From an optimization exercise on the open Yosys and OpenROAD flow, aimed at small area; shortcuts taken in it are not production practice.
RTL that was checked went through simulation tests only; none was proved equivalent to the original.
No functional check of the RTL was part of run 1.
Power is estimated from default activity; no workload was simulated.

==> flow/design.v, too long to show whole: its modules and the start of the top module <==
// module firFa: 10 lines
// module firHa: 9 lines
// module firHold: 9 lines
// module eegFirFilter: 1302 lines
module eegFirFilter (
    input logic clk,
    input logic reset,
    input logic [12:0] sampleIn,
    output logic [30:0] filterOut
);
  // ...
==> flow/flow/run.sh <==
#!/bin/bash
# Layout flow: the standard ORFS flow, with the port buffers made from the
# smallest buffer cell (every input and output port still gets its own buffer).
set -euo pipefail
bash standard.sh "BUFFER_PORTS_ARGS=-buffer_cell sky130_fd_sc_hd__buf_1" finish > standard_flow.log 2>&1
==> flow/standard.sh <==
#!/bin/bash
# synth_recipe.tcl (not shown) runs the flow's synth.tcl, then flattens the netlist and writes it again
# the make line also repeats each setting of config.mk as NAME=value (left out here)
make -C /OpenROAD-flow-scripts/flow DESIGN_CONFIG=/design/flow/config.mk WORK_HOME=/design/flow/orfs CLKGATE_MAP_FILE= SYNTH_SCRIPT=/design/flow/synth_recipe.tcl "${@:-finish}"
==> flow/config.mk <==
export PLATFORM = sky130hd
export DESIGN_NAME = eegFirFilter
export DESIGN_NICKNAME = eegFirFilter
export VERILOG_FILES = /design/flow/design.v
export SDC_FILE = /design/flow/constraint.sdc
export NUM_CORES = 4
export LEC_CHECK = 0
export ABC_AREA = 0
export CAP_MARGIN = 20
export CORE_MARGIN = 2
export CORE_UTILIZATION = 75
export CTS_BUF_LIST = sky130_fd_sc_hd__clkbuf_8
export CTS_CLUSTER_DIAMETER = 70
export CTS_CLUSTER_SIZE = 16
export PLACE_DENSITY = 0.85
export SLEW_MARGIN = 20
export SYNTH_HIERARCHICAL = 1
export SYNTH_MINIMUM_KEEP_SIZE = 0
==> flow/constraint.sdc <==
create_clock -name core_clock -period 6.0 [get_ports {clk}]
set_input_delay 1.2000 -clock core_clock [delete_from_list [all_inputs] [get_ports {clk}]]
set_output_delay 1.2000 -clock core_clock [all_outputs]
set_load 0.01 [all_outputs]
==> impl_metrics.tcl, run 1 <==
set metrics [dict create \
    status "finished clean" \
    p_total_mw 4.17 \
    path_max_fanout 3 \
    crit_path_start "w3[0]" \
    io_buffers 45 \
    rsz0062_at_grt "true" \
    swShare_pct 29.0 \
    drtPass1Iterations 5 \
    final_cells 1462 \
    synthTopCellsByCount "fa_1 (348), dfxtp_1 (318), a22o_1 (204)" \
    min_path_cells 0 \
    wl_met1_mm 14.3 \
    ir_drop_v 0.000211 \
    hold_violations 0 \
    final_util_pct 80.7 \
    cts_buffers 24 \
    synth.top_cell.area_share_pct 42.1 \
    comb.multi_input.count 620 \
    fin_crit_sh_pct 98.4 \
    arrival_ns 6.36 \
    cp.depth 14 \
    path_class "reg -> reg" \
    routed-wl-met3_mm 2.73 \
    r2r_end "r2_37" \
    bufAreaShareNonClock_pct 1.77 \
    syn_avg_cell_area_sq_um 14.9 \
    cp_data_required_time_ns 6.46 \
    cts_resized 12 \
    synth-adder-area-share_pct 45.4 \
    reg2reg_slack_ns 0.1 \
    setup-violations-final 0 \
]
==> run 2, diff against run 1 <==
--- a/flow/design.v
+++ b/flow/design.v
@@ -133,46 +133,46 @@
     logic r3_30;
     logic r2_31;
     logic r3_32;
     logic r2_33;
     logic r3_34;
     logic r2_35;
     logic r3_36;
     logic r2_37;
-    logic r3_38;
+    logic r2_38;
     logic r2_39;
-    logic r2_40;
+    logic r3_40;
     logic r2_41;
-    logic r3_42;
-    logic r2_43;
+    logic r2_42;
+    logic r3_43;
     logic r2_44;
-    logic r3_45;
-    logic r2_46;
+    logic r2_45;
+    logic r3_46;
     logic r2_47;
-    logic r3_48;
-    logic r2_49;
+    logic r2_48;
+    logic r3_49;
     logic r2_50;
-    logic r3_51;
-    logic r2_52;
+    logic r2_51;
+    logic r3_52;
     logic r2_53;
-    logic r3_54;
-    logic r2_55;
+    logic r2_54;
+    logic r3_55;
     logic r2_56;
     logic r2_57;
-    logic r3_58;
+    logic r2_58;
     logic r3_59;
     logic r3_60;
-    logic r2_61;
+    logic r3_61;
     logic r2_62;
-    logic r3_63;
+    logic r2_63;
     logic r3_64;
     logic r3_65;
-    logic r2_66;
-    logic r3_67;
+    logic r3_66;
+    logic r2_67;
     logic r3_68;
     logic r3_69;
     logic r3_70;
     logic r3_71;
     logic r3_72;
     logic r3_73;
     logic r3_74;
     logic r3_75;
@@ -183,16 +183,17 @@
     logic r3_80;
     logic r3_81;
     logic r3_82;
     logic r3_83;
     logic r3_84;
     logic r3_85;
     logic r3_86;
     logic r3_87;
+    logic r3_88;
     always_ff @(posedge clk) begin
         v1 <= sampleIn[12] & ~reset;
         v2 <= v1 & ~reset;
         v3 <= v2 & ~reset;
         v4 <= v3 & ~reset;
     end
     always_ff @(posedge clk) begin
         d1[0] <= sampleIn[0];
@@ -920,19 +921,19 @@
     wire n335s, n335c;
     firFa u335 (.a(n322c), .b(n331s), .c(n334), .s(n335s), .co(n335c));
     wire n336 = ~n324c;
     wire n337s, n337c;
     firFa u337 (.a(n333s), .b(n336), .c(n335s), .s(n337s), .co(n337c));
     wire n338 = ~n202s;
     wire n339s, n339c;
     firFa u339 (.a(n337s), .b(n338), .c(n254s), .s(n339s), .co(n339c));
-    wire n340 = ~n339s;
+    wire n340 = ~r2_39;
     wire n341s, n341c;
-    firFa u341 (.a(n325c), .b(n327c), .c(n340), .s(n341s), .co(n341c));
+    firFa u341 (.a(r2_37), .b(r2_38), .c(n340), .s(n341s), .co(n341c));
     wire n342s, n342c;
     firFa u342 (.a(n53s), .b(n40s), .c(n328c), .s(n342s), .co(n342c));
     wire n343s, n343c;
     firFa u343 (.a(n342s), .b(n245), .c(n6s), .s(n343s), .co(n343c));
     wire n344s, n344c;
     firFa u344 (.a(n32s), .b(n329c), .c(n108s), .s(n344s), .co(n344c));
     wire n345s, n345c;
     firFa u345 (.a(n226s), .b(n330c), .c(n331c), .s(n345s), .co(n345c));
@@ -941,22 +942,22 @@
     wire n347s, n347c;
     firFa u347 (.a(n333c), .b(n345s), .c(n346s), .s(n347s), .co(n347c));
     wire n348 = ~n335c;
     wire n349s, n349c;
     firFa u349 (.a(n178s), .b(n332c), .c(n348), .s(n349s), .co(n349c));
     wire n350 = ~n349s;
     wire n351s, n351c;
     firFa u351 (.a(n347s), .b(n337c), .c(n350), .s(n351s), .co(n351c));
-    wire n352 = ~r2_41;
+    wire n352 = ~w8[7];
     wire n353s, n353c;
-    firFa u353 (.a(r2_39), .b(r2_40), .c(n352), .s(n353s), .co(n353c));
-    wire n354 = ~w8[7];
+    firFa u353 (.a(r2_41), .b(r2_42), .c(n352), .s(n353s), .co(n353c));
+    wire n354 = ~n341c;
     wire n355s, n355c;
-    firFa u355 (.a(n354), .b(n8s), .c(n353s), .s(n355s), .co(n355c));
+    firFa u355 (.a(n8s), .b(n354), .c(n353s), .s(n355s), .co(n355c));
     wire n356 = ~n204s;
     wire n357s, n357c;
     firFa u357 (.a(n355s), .b(n356), .c(n256s), .s(n357s), .co(n357c));
     wire n358s, n358c;
     firHa u358 (.a(n169), .b(n219), .s(n358s), .co(n358c));
     wire n359s, n359c;
     firFa u359 (.a(n358s), .b(n342c), .c(n7s), .s(n359s), .co(n359c));
     wire n360s, n360c;
@@ -967,19 +968,19 @@
     firFa u362 (.a(n345c), .b(n359s), .c(n360s), .s(n362s), .co(n362c));
     wire n363s, n363c;
     firFa u363 (.a(n198s), .b(n346c), .c(n361s), .s(n363s), .co(n363c));
     wire n364s, n364c;
     firFa u364 (.a(n362s), .b(n347c), .c(n363s), .s(n364s), .co(n364c));
     wire n365 = ~n364s;
     wire n366s, n366c;
     firFa u366 (.a(n180s), .b(n349c), .c(n365), .s(n366s), .co(n366c));
-    wire n367 = ~r2_43;
+    wire n367 = ~r2_44;
     wire n368s, n368c;
-    firFa u368 (.a(n367), .b(r2_44), .c(w8[8]), .s(n368s), .co(n368c));
+    firFa u368 (.a(n367), .b(r2_45), .c(w8[8]), .s(n368s), .co(n368c));
     wire n369s, n369c;
     firFa u369 (.a(n353c), .b(n9s), .c(n355c), .s(n369s), .co(n369c));
     wire n370s, n370c;
     firFa u370 (.a(n369s), .b(n258s), .c(n357c), .s(n370s), .co(n370c));
     wire n371 = ~n370s;
     wire n372s, n372c;
     firFa u372 (.a(n368s), .b(n206s), .c(n371), .s(n372s), .co(n372c));
     wire n373s, n373c;
@@ -989,19 +990,19 @@
     wire n375s, n375c;
     firFa u375 (.a(n230s), .b(n360c), .c(n250s), .s(n375s), .co(n375c));
     wire n376s, n376c;
     firFa u376 (.a(n361c), .b(n362c), .c(n374s), .s(n376s), .co(n376c));
     wire n377s, n377c;
     firFa u377 (.a(n200s), .b(n363c), .c(n375s), .s(n377s), .co(n377c));
     wire n378s, n378c;
     firFa u378 (.a(n376s), .b(n364c), .c(n377s), .s(n378s), .co(n378c));
-    wire n379 = ~r2_46;
+    wire n379 = ~r2_47;
     wire n380s, n380c;
-    firFa u380 (.a(n379), .b(r2_47), .c(w8[9]), .s(n380s), .co(n380c));
+    firFa u380 (.a(n379), .b(r2_48), .c(w8[9]), .s(n380s), .co(n380c));
     wire n381 = ~n368c;
     wire n382s, n382c;
     firFa u382 (.a(n8s), .b(n34s), .c(n381), .s(n382s), .co(n382c));
     wire n383 = ~n382s;
     wire n384s, n384c;
     firFa u384 (.a(n380s), .b(n182s), .c(n383), .s(n384s), .co(n384c));
     wire n385 = ~n384s;
     wire n386s, n386c;
@@ -1016,17 +1017,17 @@
     wire n391s, n391c;
     firFa u391 (.a(n390s), .b(n374c), .c(n252s), .s(n391s), .co(n391c));
     wire n392s, n392c;
     firFa u392 (.a(n375c), .b(n376c), .c(n202s), .s(n392s), .co(n392c));
     wire n393s, n393c;
     firFa u393 (.a(n377c), .b(n391s), .c(n392s), .s(n393s), .co(n393c));
     wire n394 = ~w8[10];
     wire n395s, n395c;
-    firFa u395 (.a(r2_49), .b(r2_50), .c(n394), .s(n395s), .co(n395c));
+    firFa u395 (.a(r2_50), .b(r2_51), .c(n394), .s(n395s), .co(n395c));
     wire n396s, n396c;
     firFa u396 (.a(n395s), .b(n9s), .c(n35s), .s(n396s), .co(n396c));
     wire n397s, n397c;
     firFa u397 (.a(n111s), .b(n232s), .c(n382c), .s(n397s), .co(n397c));
     wire n398s, n398c;
     firFa u398 (.a(n380c), .b(n184s), .c(n384c), .s(n398s), .co(n398c));
     wire n399s, n399c;
     firFa u399 (.a(n396s), .b(n397s), .c(n11s), .s(n399s), .co(n399c));
@@ -1040,17 +1041,17 @@
     firFa u404 (.a(n210s), .b(n403), .c(n389c), .s(n404s), .co(n404c));
     wire n405s, n405c;
     firHa u405 (.a(n176s), .b(n226s), .s(n405s), .co(n405c));
     wire n406s, n406c;
     firFa u406 (.a(n390c), .b(n405s), .c(n254s), .s(n406s), .co(n406c));
     wire n407s, n407c;
     firFa u407 (.a(n391c), .b(n392c), .c(n406s), .s(n407s), .co(n407c));
     wire n408s, n408c;
-    firFa u408 (.a(r2_52), .b(r2_53), .c(w8[11]), .s(n408s), .co(n408c));
+    firFa u408 (.a(r2_53), .b(r2_54), .c(w8[11]), .s(n408s), .co(n408c));
     wire n409s, n409c;
     firFa u409 (.a(n408s), .b(n395c), .c(n10s), .s(n409s), .co(n409c));
     wire n410s, n410c;
     firFa u410 (.a(n36s), .b(n396c), .c(n112s), .s(n410s), .co(n410c));
     wire n411s, n411c;
     firFa u411 (.a(n234s), .b(n397c), .c(n409s), .s(n411s), .co(n411c));
     wire n412 = ~n186s;
     wire n413s, n413c;
@@ -1064,17 +1065,17 @@
     firFa u417 (.a(n414s), .b(n402c), .c(n264s), .s(n417s), .co(n417c));
     wire n418s, n418c;
     firFa u418 (.a(n416s), .b(n212s), .c(n404c), .s(n418s), .co(n418c));
     wire n419 = n418s ^ n417s;
     wire n420 = n418s & ~n417s;
     wire n421s, n421c;
     firFa u421 (.a(n405c), .b(n178s), .c(n228s), .s(n421s), .co(n421c));
     wire n422s, n422c;
-    firFa u422 (.a(r2_55), .b(r2_56), .c(r2_57), .s(n422s), .co(n422c));
+    firFa u422 (.a(r2_56), .b(r2_57), .c(r2_58), .s(n422s), .co(n422c));
     wire n423s, n423c;
     firFa u423 (.a(n408c), .b(n422s), .c(n11s), .s(n423s), .co(n423c));
     wire n424s, n424c;
     firFa u424 (.a(n37s), .b(n409c), .c(n113s), .s(n424s), .co(n424c));
     wire n425s, n425c;
     firFa u425 (.a(n236s), .b(n410c), .c(n256s), .s(n425s), .co(n425c));
     wire n426s, n426c;
     firFa u426 (.a(n411c), .b(n423s), .c(n424s), .s(n426s), .co(n426c));
@@ -1083,23 +1084,23 @@
     wire n428s, n428c;
     firFa u428 (.a(n426s), .b(n414c), .c(n427s), .s(n428s), .co(n428c));
     wire n429s, n429c;
     firFa u429 (.a(n13c), .b(n188s), .c(n416c), .s(n429s), .co(n429c));
     wire n430s, n430c;
     firFa u430 (.a(n428s), .b(n417c), .c(n214s), .s(n430s), .co(n430c));
     wire n431s, n431c;
     firFa u431 (.a(n429s), .b(n266s), .c(n418c), .s(n431s), .co(n431c));
-    wire n432 = ~r3_58;
+    wire n432 = ~r3_59;
     wire n433s, n433c;
-    firFa u433 (.a(n432), .b(r3_59), .c(r3_60), .s(n433s), .co(n433c));
+    firFa u433 (.a(n432), .b(r3_60), .c(r3_61), .s(n433s), .co(n433c));
     wire n434s, n434c;
     firHa u434 (.a(n180s), .b(n230s), .s(n434s), .co(n434c));
     wire n435s, n435c;
-    firFa u435 (.a(r2_61), .b(r2_62), .c(n422c), .s(n435s), .co(n435c));
+    firFa u435 (.a(r2_62), .b(r2_63), .c(n422c), .s(n435s), .co(n435c));
     wire n436s, n436c;
     firFa u436 (.a(n435s), .b(n423c), .c(n114s), .s(n436s), .co(n436c));
     wire n437s, n437c;
     firFa u437 (.a(n238s), .b(n424c), .c(n258s), .s(n437s), .co(n437c));
     wire n438 = ~n425c;
     wire n439s, n439c;
     firFa u439 (.a(n13s), .b(n39s), .c(n438), .s(n439s), .co(n439c));
     wire n440s, n440c;
@@ -1109,23 +1110,23 @@
     wire n442s, n442c;
     firFa u442 (.a(n440s), .b(n428c), .c(n441s), .s(n442s), .co(n442c));
     wire n443 = ~n442s;
     wire n444s, n444c;
     firFa u444 (.a(n439s), .b(n429c), .c(n443), .s(n444s), .co(n444c));
     wire n445 = ~n430c;
     wire n446s, n446c;
     firFa u446 (.a(n444s), .b(n268s), .c(n445), .s(n446s), .co(n446c));
-    wire n447 = ~r3_63;
+    wire n447 = ~r3_64;
     wire n448s, n448c;
-    firFa u448 (.a(n447), .b(r3_64), .c(r3_65), .s(n448s), .co(n448c));
+    firFa u448 (.a(n447), .b(r3_65), .c(r3_66), .s(n448s), .co(n448c));
     wire n449s, n449c;
     firHa u449 (.a(n433c), .b(n448s), .s(n449s), .co(n449c));
     wire n450s, n450c;
-    firHa u450 (.a(r2_66), .b(n435c), .s(n450s), .co(n450c));
+    firHa u450 (.a(r2_67), .b(n435c), .s(n450s), .co(n450c));
     wire n451s, n451c;
     firFa u451 (.a(n182s), .b(n232s), .c(n450s), .s(n451s), .co(n451c));
     wire n452 = ~n451s;
     wire n453s, n453c;
     firFa u453 (.a(n452), .b(n13c), .c(n39c), .s(n453s), .co(n453c));
     wire n454s, n454c;
     firFa u454 (.a(n436c), .b(n260s), .c(n437c), .s(n454s), .co(n454c));
     wire n455s, n455c;
@@ -1135,18 +1136,18 @@
     wire n457s, n457c;
     firFa u457 (.a(n210s), .b(n441c), .c(n454s), .s(n457s), .co(n457c));
     wire n458s, n458c;
     firFa u458 (.a(n456s), .b(n442c), .c(n457s), .s(n458s), .co(n458c));
     wire n459 = ~n458s;
     wire n460s, n460c;
     firFa u460 (.a(n455s), .b(n459), .c(n444c), .s(n460s), .co(n460c));
     wire n461s, n461c;
-    firFa u461 (.a(r3_67), .b(r3_68), .c(r3_69), .s(n461s), .co(n461c));
-    wire n462 = ~r3_70;
+    firFa u461 (.a(r3_68), .b(r3_69), .c(r3_70), .s(n461s), .co(n461c));
+    wire n462 = ~r3_71;
     wire n463s, n463c;
     firFa u463 (.a(n462), .b(n461s), .c(n448c), .s(n463s), .co(n463c));
     wire n464s, n464c;
     firHa u464 (.a(n449c), .b(n463s), .s(n464s), .co(n464c));
     wire n465s, n465c;
     firHa u465 (.a(n450c), .b(n184s), .s(n465s), .co(n465c));
     wire n466s, n466c;
     firFa u466 (.a(n234s), .b(n451c), .c(n465s), .s(n466s), .co(n466c));
@@ -1160,18 +1161,18 @@
     wire n471s, n471c;
     firFa u471 (.a(n118s), .b(n470), .c(n468s), .s(n471s), .co(n471c));
     wire n472s, n472c;
     firFa u472 (.a(n212s), .b(n458c), .c(n469s), .s(n472s), .co(n472c));
     wire n473 = ~n472s;
     wire n474s, n474c;
     firFa u474 (.a(n471s), .b(n473), .c(n460c), .s(n474s), .co(n474c));
     wire n475s, n475c;
-    firFa u475 (.a(r3_71), .b(n271), .c(n461c), .s(n475s), .co(n475c));
-    wire n476 = ~r3_72;
+    firFa u475 (.a(r3_72), .b(n271), .c(n461c), .s(n475s), .co(n475c));
+    wire n476 = ~r3_73;
     wire n477s, n477c;
     firFa u477 (.a(n476), .b(n475s), .c(n463c), .s(n477s), .co(n477c));
     wire n478s, n478c;
     firHa u478 (.a(n464c), .b(n477s), .s(n478s), .co(n478c));
     wire n479s, n479c;
     firHa u479 (.a(n465c), .b(n186s), .s(n479s), .co(n479c));
     wire n480s, n480c;
     firFa u480 (.a(n236s), .b(n466c), .c(n479s), .s(n480s), .co(n480c));
@@ -1179,19 +1180,19 @@
     firFa u481 (.a(n480s), .b(n119), .c(n467c), .s(n481s), .co(n481c));
     wire n482 = ~n264s;
     wire n483s, n483c;
     firFa u483 (.a(n243), .b(n468c), .c(n482), .s(n483s), .co(n483c));
     wire n484s, n484c;
     firFa u484 (.a(n471c), .b(n214s), .c(n483s), .s(n484s), .co(n484c));
     wire n485s, n485c;
     firFa u485 (.a(n469c), .b(n481s), .c(n472c), .s(n485s), .co(n485c));
-    wire n486 = ~r3_74;
+    wire n486 = ~r3_75;
     wire n487s, n487c;
-    firFa u487 (.a(r3_73), .b(n486), .c(r3_75), .s(n487s), .co(n487c));
+    firFa u487 (.a(r3_74), .b(n486), .c(r3_76), .s(n487s), .co(n487c));
     wire n488 = ~n272;
     wire n489s, n489c;
     firFa u489 (.a(n488), .b(n487s), .c(n475c), .s(n489s), .co(n489c));
     wire n490s, n490c;
     firFa u490 (.a(n489s), .b(n477c), .c(n478c), .s(n490s), .co(n490c));
     wire n491s, n491c;
     firHa u491 (.a(n479c), .b(n188s), .s(n491s), .co(n491c));
     wire n492s, n492c;
@@ -1199,62 +1200,62 @@
     wire n493 = ~n120;
     wire n494s, n494c;
     firFa u494 (.a(n492s), .b(n244), .c(n493), .s(n494s), .co(n494c));
     wire n495 = ~n483c;
     wire n496s, n496c;
     firFa u496 (.a(n481c), .b(n494s), .c(n495), .s(n496s), .co(n496c));
     wire n497s, n497c;
     firFa u497 (.a(n266s), .b(n216s), .c(n484c), .s(n497s), .co(n497c));
-    wire n498 = ~r3_78;
+    wire n498 = ~r3_79;
     wire n499s, n499c;
-    firFa u499 (.a(r3_76), .b(r3_77), .c(n498), .s(n499s), .co(n499c));
+    firFa u499 (.a(r3_77), .b(r3_78), .c(n498), .s(n499s), .co(n499c));
     wire n500 = ~n499s;
     wire n501s, n501c;
     firFa u501 (.a(n487c), .b(n500), .c(n489c), .s(n501s), .co(n501c));
     wire n502s, n502c;
     firHa u502 (.a(n501s), .b(n490c), .s(n502s), .co(n502c));
     wire n503 = n190s ^ n240s;
     wire n504 = n190s | n240s;
     wire n505s, n505c;
     firFa u505 (.a(n491c), .b(n492c), .c(n503), .s(n505s), .co(n505c));
     wire n506s, n506c;
     firFa u506 (.a(n505s), .b(n494c), .c(n496c), .s(n506s), .co(n506c));
     wire n507s, n507c;
-    firFa u507 (.a(r3_79), .b(r3_70), .c(r3_80), .s(n507s), .co(n507c));
+    firFa u507 (.a(r3_80), .b(r3_71), .c(r3_81), .s(n507s), .co(n507c));
     wire n508 = ~n507s;
     wire n509s, n509c;
-    firFa u509 (.a(r3_81), .b(n508), .c(n499c), .s(n509s), .co(n509c));
+    firFa u509 (.a(r3_82), .b(n508), .c(n499c), .s(n509s), .co(n509c));
     wire n510 = ~n509s;
     wire n511s, n511c;
     firFa u511 (.a(n510), .b(n501c), .c(n502c), .s(n511s), .co(n511c));
     wire n512s, n512c;
     firFa u512 (.a(n504), .b(n192s), .c(n242s), .s(n512s), .co(n512c));
     wire n513s, n513c;
-    firFa u513 (.a(r3_82), .b(r3_72), .c(r3_68), .s(n513s), .co(n513c));
+    firFa u513 (.a(r3_83), .b(r3_73), .c(r3_69), .s(n513s), .co(n513c));
     wire n514 = ~n507c;
     wire n515s, n515c;
-    firFa u515 (.a(r3_83), .b(r3_84), .c(n514), .s(n515s), .co(n515c));
+    firFa u515 (.a(r3_84), .b(r3_85), .c(n514), .s(n515s), .co(n515c));
     wire n516 = ~n513s;
     wire n517s, n517c;
     firFa u517 (.a(n516), .b(n509c), .c(n515s), .s(n517s), .co(n517c));
     wire n518 = n511c ^ n517s;
     wire n519 = n511c & ~n517s;
     wire n520s, n520c;
     firFa u520 (.a(n192c), .b(n243), .c(n512c), .s(n520s), .co(n520c));
     wire n521s, n521c;
-    firFa u521 (.a(r3_85), .b(n271), .c(n513c), .s(n521s), .co(n521c));
+    firFa u521 (.a(r3_86), .b(n271), .c(n513c), .s(n521s), .co(n521c));
     wire n522 = ~n521s;
     wire n523s, n523c;
     firFa u523 (.a(n522), .b(n515c), .c(n517c), .s(n523s), .co(n523c));
     wire n524 = n519 ^ n523s;
     wire n525 = n519 & ~n523s;
-    wire n526 = ~r3_87;
+    wire n526 = ~r3_88;
     wire n527s, n527c;
-    firFa u527 (.a(r3_86), .b(n526), .c(n272), .s(n527s), .co(n527c));
+    firFa u527 (.a(r3_87), .b(n526), .c(n272), .s(n527s), .co(n527c));
     wire n528 = ~n521c;
     wire n529s, n529c;
     firFa u529 (.a(n527s), .b(n528), .c(n523c), .s(n529s), .co(n529c));
     wire n530 = n525 ^ n529s;
     wire n531 = n525 & ~n529s;
     wire n532 = ~n531;
     wire n533s, n533c;
     firFa u533 (.a(n527c), .b(n529c), .c(n532), .s(n533s), .co(n533c));
@@ -1291,81 +1292,82 @@
         r2_29 <= n289;
         r3_30 <= r2_29;
         r2_31 <= n301s;
         r3_32 <= r2_31;
         r2_33 <= n314s;
         r3_34 <= r2_33;
         r2_35 <= n327s;
         r3_36 <= r2_35;
-        r2_37 <= n341s;
-        r3_38 <= r2_37;
-        r2_39 <= n351s;
-        r2_40 <= n339c;
-        r2_41 <= n341c;
-        r3_42 <= n357s;
-        r2_43 <= n351c;
-        r2_44 <= n366s;
-        r3_45 <= n372s;
-        r2_46 <= n378s;
-        r2_47 <= n366c;
-        r3_48 <= n389s;
-        r2_49 <= n378c;
-        r2_50 <= n393s;
-        r3_51 <= n404s;
-        r2_52 <= n393c;
-        r2_53 <= n407s;
-        r3_54 <= n419;
-        r2_55 <= n421s;
-        r2_56 <= n406c;
-        r2_57 <= n407c;
-        r3_58 <= n430s;
-        r3_59 <= n420;
-        r3_60 <= n431s;
-        r2_61 <= n421c;
-        r2_62 <= n434s;
-        r3_63 <= n216s;
-        r3_64 <= n431c;
-        r3_65 <= n446s;
-        r2_66 <= n434c;
-        r3_67 <= n460s;
-        r3_68 <= n270s;
-        r3_69 <= n446c;
-        r3_70 <= n218s;
-        r3_71 <= n474s;
-        r3_72 <= n218c;
-        r3_73 <= n484s;
-        r3_74 <= n485s;
-        r3_75 <= n474c;
-        r3_76 <= n496s;
-        r3_77 <= n485c;
-        r3_78 <= n497s;
-        r3_79 <= n268s;
-        r3_80 <= n497c;
-        r3_81 <= n506s;
-        r3_82 <= n512s;
-        r3_83 <= n505c;
-        r3_84 <= n506c;
-        r3_85 <= n520s;
-        r3_86 <= n244;
-        r3_87 <= n520c;
+        r2_37 <= n325c;
+        r2_38 <= n327c;
+        r2_39 <= n339s;
+        r3_40 <= n341s;
+        r2_41 <= n351s;
+        r2_42 <= n339c;
+        r3_43 <= n357s;
+        r2_44 <= n351c;
+        r2_45 <= n366s;
+        r3_46 <= n372s;
+        r2_47 <= n378s;
+        r2_48 <= n366c;
+        r3_49 <= n389s;
+        r2_50 <= n378c;
+        r2_51 <= n393s;
+        r3_52 <= n404s;
+        r2_53 <= n393c;
+        r2_54 <= n407s;
+        r3_55 <= n419;
+        r2_56 <= n421s;
+        r2_57 <= n406c;
+        r2_58 <= n407c;
+        r3_59 <= n430s;
+        r3_60 <= n420;
+        r3_61 <= n431s;
+        r2_62 <= n421c;
+        r2_63 <= n434s;
+        r3_64 <= n216s;
+        r3_65 <= n431c;
+        r3_66 <= n446s;
+        r2_67 <= n434c;
+        r3_68 <= n460s;
+        r3_69 <= n270s;
+        r3_70 <= n446c;
+        r3_71 <= n218s;
+        r3_72 <= n474s;
+        r3_73 <= n218c;
+        r3_74 <= n484s;
+        r3_75 <= n485s;
+        r3_76 <= n474c;
+        r3_77 <= n496s;
+        r3_78 <= n485c;
+        r3_79 <= n497s;
+        r3_80 <= n268s;
+        r3_81 <= n497c;
+        r3_82 <= n506s;
+        r3_83 <= n512s;
+        r3_84 <= n505c;
+        r3_85 <= n506c;
+        r3_86 <= n520s;
+        r3_87 <= n244;
+        r3_88 <= n520c;
     end
     logic [23:0] sum;
     assign sum[0] = ~r3_26;
     assign sum[1] = r3_28;
     assign sum[2] = ~r3_30;
     assign sum[3] = r3_32;
     assign sum[4] = r3_34;
     assign sum[5] = r3_36;
-    assign sum[6] = r3_38;
-    assign sum[7] = ~r3_42;
-    assign sum[8] = r3_45;
-    assign sum[9] = r3_48;
-    assign sum[10] = r3_51;
-    assign sum[11] = ~r3_54;
+    assign sum[6] = r3_40;
+    assign sum[7] = ~r3_43;
+    assign sum[8] = r3_46;
+    assign sum[9] = r3_49;
+    assign sum[10] = r3_52;
+    assign sum[11] = ~r3_55;
     assign sum[12] = n433s;
     assign sum[13] = n449s;
     assign sum[14] = n464s;
     assign sum[15] = n478s;
     assign sum[16] = n490s;
     assign sum[17] = n502s;
     assign sum[18] = n511s;
     assign sum[19] = ~n518;
==> run 2 against run 1 <==
Against the previous run: still clean on timing, DRC and antenna; global-route usage grew 0.18 points; clock power is essentially flat; fmax shrank 0.78%; synthesized area grew 0.12%; combinational power shrank 4.7%; clock-buffer cell count is the same; wire length shrank 0.79%; flip-flop and latch count grew 1; register-to-register slack lost 0.05 ns.
==> impl_metrics.tcl, run 2 <==
set metrics [dict create \
    status "finished clean" \
    postCtsHoldBufs 0 \
    timing.rr.start "r2_5" \
    vias 8793 \
    fp.coreArea_sq_mm 0.0218 \
    synth_seq_cells 319 \
    ys_warn_count 14 \
    cts_tree "yes" \
    synth_most_common_cell "fa_1" \
    syn2layout_area_growth_pct 5.10 \
    cpMostUsedCell "fa_1" \
    fin_crit_sh_pct 99.1 \
    synth-adder-area-share_pct 45.4 \
    ir_drop_v 0.000218 \
    hold_start "d1[9]" \
    final_util_pct 80.1 \
    power_leakage_nw 7.92 \
    cts-htree-levels 1 \
    die_area_sq_mm 0.0233 \
    tightest_slew_ns 1.07 \
    syn_inst 1114 \
    cp_data_required_time_ns 6.46 \
    critPathSlowestCell "fa_2" \
    rows 54 \
    antenna_found_initial 0 \
    drc 0 \
    diodes 0 \
    hpwlAfterDp_mm 25.4 \
    maxCapViolations 0 \
    synth_area_leaders "fa_1 (42%), dfxtp_1 (39%), a22o_1 (11%)" \
    cts_buffers 24 \
    tns_ns 0 \
    startpoint_type "flop" \
    hold_violations 0 \
    clk_pin_slew_ns 0.10 \
    cpPeakStageDelay_ns 0.65 \
    clock_skew_ns 0.0417 \
    rsz0062_at_grt "true" \
    root_buffer "clkbuf_8" \
    io_buffers 45 \
    maxSlewHeadroom_pct 28.7 \
    drt_iter0_drc 724 \
    synth_edf_count 0 \
    grt_max_degree 103 \
    syn-num-nets 1521 \
    setup-violations-final 0 \
    clkLatencyLatePin_ns 0.60 \
    synth_flop_cell "dfxtp_1" \
    synth-compound-area-share_pct 10.9 \
    drive_above_1_share_pct 5.29 \
    routabilityCongestion 0.956 \
    nets 1576 \
    synth_area_sq_mm 0.0166 \
    grt_overflow 0 \
    synthArstFlopShare_pct 0 \
    layout_commonest_cell "fa_1" \
    cp-end-kind "flop" \
    arrival_ns 6.41 \
    grt_pass1_vias 9897 \
    yosys.area.top_type "fa_1" \
    period_needed_ns 5.95 \
    slew_violations 0 \
    synth.top_cell.area_share_pct 42.0 \
    mostFrequentLayoutCells "fa_1 (333), dfxtp_1 (314), a22o_1 (204)" \
    dieHeight_microns 153 \
    cellPowerDensity_mw_per_mm2 237 \
    ant_nets 0 \
    path_class "reg -> reg" \
    max_freq_ghz 0.168 \
    grt_pass1_wl_mm 52.8 \
    crit_path_start "r2_5" \
    synthTopCellsByCount "fa_1 (348), dfxtp_1 (319), a22o_1 (204)" \
    holdWs_ns 0.336 \
    synth-xor-area-share_pct 0.106 \
    path_max_fanout 2 \
    wl_per_cell_microns 22.3 \
    ys_seq_area_share_pct 38.5 \
    pin_count 46 \
    die_x_microns 153 \
    synth_top_family_by_area "adder cells" \
    syn_avg_cell_area_sq_um 14.9 \
    drtPass1Iterations 5 \
    worstHoldPathType "reg -> reg" \
    wirelength_mm 32.4 \
    grt.total_usage_pct 29.5 \
    cts.sinks 319 \
    synth_mux_area_share_pct 0 \
    synth_simple_gate_area_share_pct 0.604 \
    path_cells "fa_1 -> fa_1 -> fa_1 -> fa_2 -> fa_1 -> fa_2 -> fa_1 -> fa_1 -> fa_1 -> fa_1 -> inv_1 -> fa_1" \
    synth.distinct_cells 19 \
    vias_per_cell 6.06 \
    start_util_pct 76.2 \
    clockBufferDepth 3 \
]
-- run 2: cell types whose count changed after synthesis, sizes merged --
cell,change
dfxtp,+1
-- run 2: critical path, delay by kind of cell (launching register included) --
family | cells | cell delay [ns]
DFF | 1 | 0.34
adders and majority gates | 11 | 5.41
buffers and inverters | 1 | 0.05
-- run 2: per-module statistics from Yosys, one instance, submodules excluded --
module,cell area (sq um),times used,cells inside,flops+latches
eegFirFilter,7530,1,538,319
firFa,20.0,347,1,0
firHa,12.5,25,1,0
firHold,8.76,204,1,0
-- run 2: power breakdown --
| part | switching [mW] | total, mW | leakage [nW] | internal, mW |
|---|---|---|---|---|
| combinational | 0.486 | 0.833 | 5.13 | 0.347 |
| sequential | 0.0367 | 2.26 | 2.59 | 2.22 |
| clock | 0.659 | 1.03 | 0.194 | 0.371 |
| total | 1.18 | 4.12 | 7.92 | 2.94 |
-- run 2: cell families (layout without fill, tap and decap cells) --
group                    Yosys count  in the layout
flip-flops                       319            319
AND/OR/NAND/NOR                   18             18
buffers and inverters            175            232
XOR/XNOR                           2              2
AO/OA/AOI/OAI                    208            208
adder cells (fa/ha/maj)          392            392
-- run 2: through the flow --
step	instance area, sq um	std cells	setup WS, ns	power, mW
floorplan	16600	1114	0.231	3.03
global placement	17000	1422	0.106	3.10
detailed placement	17000	1422	0.0232	3.15
CTS	17400	1450	0.000735	4.17
global route	17400	1451	-0.0291	4.38
finish	17400	1451	0.0522	4.12
-- run 2: area by class of cell --
| type | instances | area (sq um) |
|---|---|---|
| clock inverters | 4 | 37.5 |
| well taps | 280 | 350 |
| fillers | 1200 | 4340 |
| clock buffers | 24 | 330 |
| flip-flops and latches | 319 | 6390 |
| inverters | 152 | 571 |
| multi-input cells | 620 | 9520 |
| repair buffers | 52 | 223 |
-- run 2: worst paths after layout --
path                              end  slack, ns  depth (start not counted)
worst max-delay path            r3_72       0.05                         12
worst min-delay path            d2[9]       0.34                          0
worst max register to register  r3_72       0.05                         12
worst min register to register  d2[9]       0.34                          0
-- run 2: per-layer routing --
layer | wire (microns) | GRT usage, %
met1 | 14000 | 43.5
met2 | 15100 | 45.1
met5 | 0 | 0
met4 | 719 | 6.83
met3 | 2590 | 8.22
-- run 2: repair_timing --
| action | 4_1_cts | 5_1_grt |
|---|---|---|
| pin swaps | 3 | 7 |
| buffers inserted | 0 | 1 |
| setup endpoints to repair | 3 | 10 |
| resized for setup | 7 | 15 |

## separate check: timing with driven ports
In the flow no input, the clock included, has a driving cell. The finished layouts below were timed again as built, in two steps.
Step 1 (the two cells are an assumption about what drives the block):
set clk [get_ports {clk}]
set_driving_cell -lib_cell sky130_fd_sc_hd__clkbuf_16 $clk
set_driving_cell -lib_cell sky130_fd_sc_hd__buf_2 [delete_from_list [all_inputs] $clk]
Step 2 adds t to the input delays and takes it off the output delays; t is the mean of the earliest and latest rising clock arrival at the registers after step 1. Input paths then give back, and output paths get back, about the clock's delay inside the block.
Three values: ideal ports, drivers, drivers and shift; two values: the first two.
run | t (ns) | setup slack, ns | slew at the worst register clock pin (ns) | worst slew at a driven data input, ns
run 1 | 0.630 | 0.099 / 0.099 / 0.099 | 0.10 / 0.10 | 0.03
run 2 | 0.626 | 0.052 / 0.052 / 0.052 | 0.10 / 0.10 | 0.03
After both steps setup and hold are still met in every run listed.
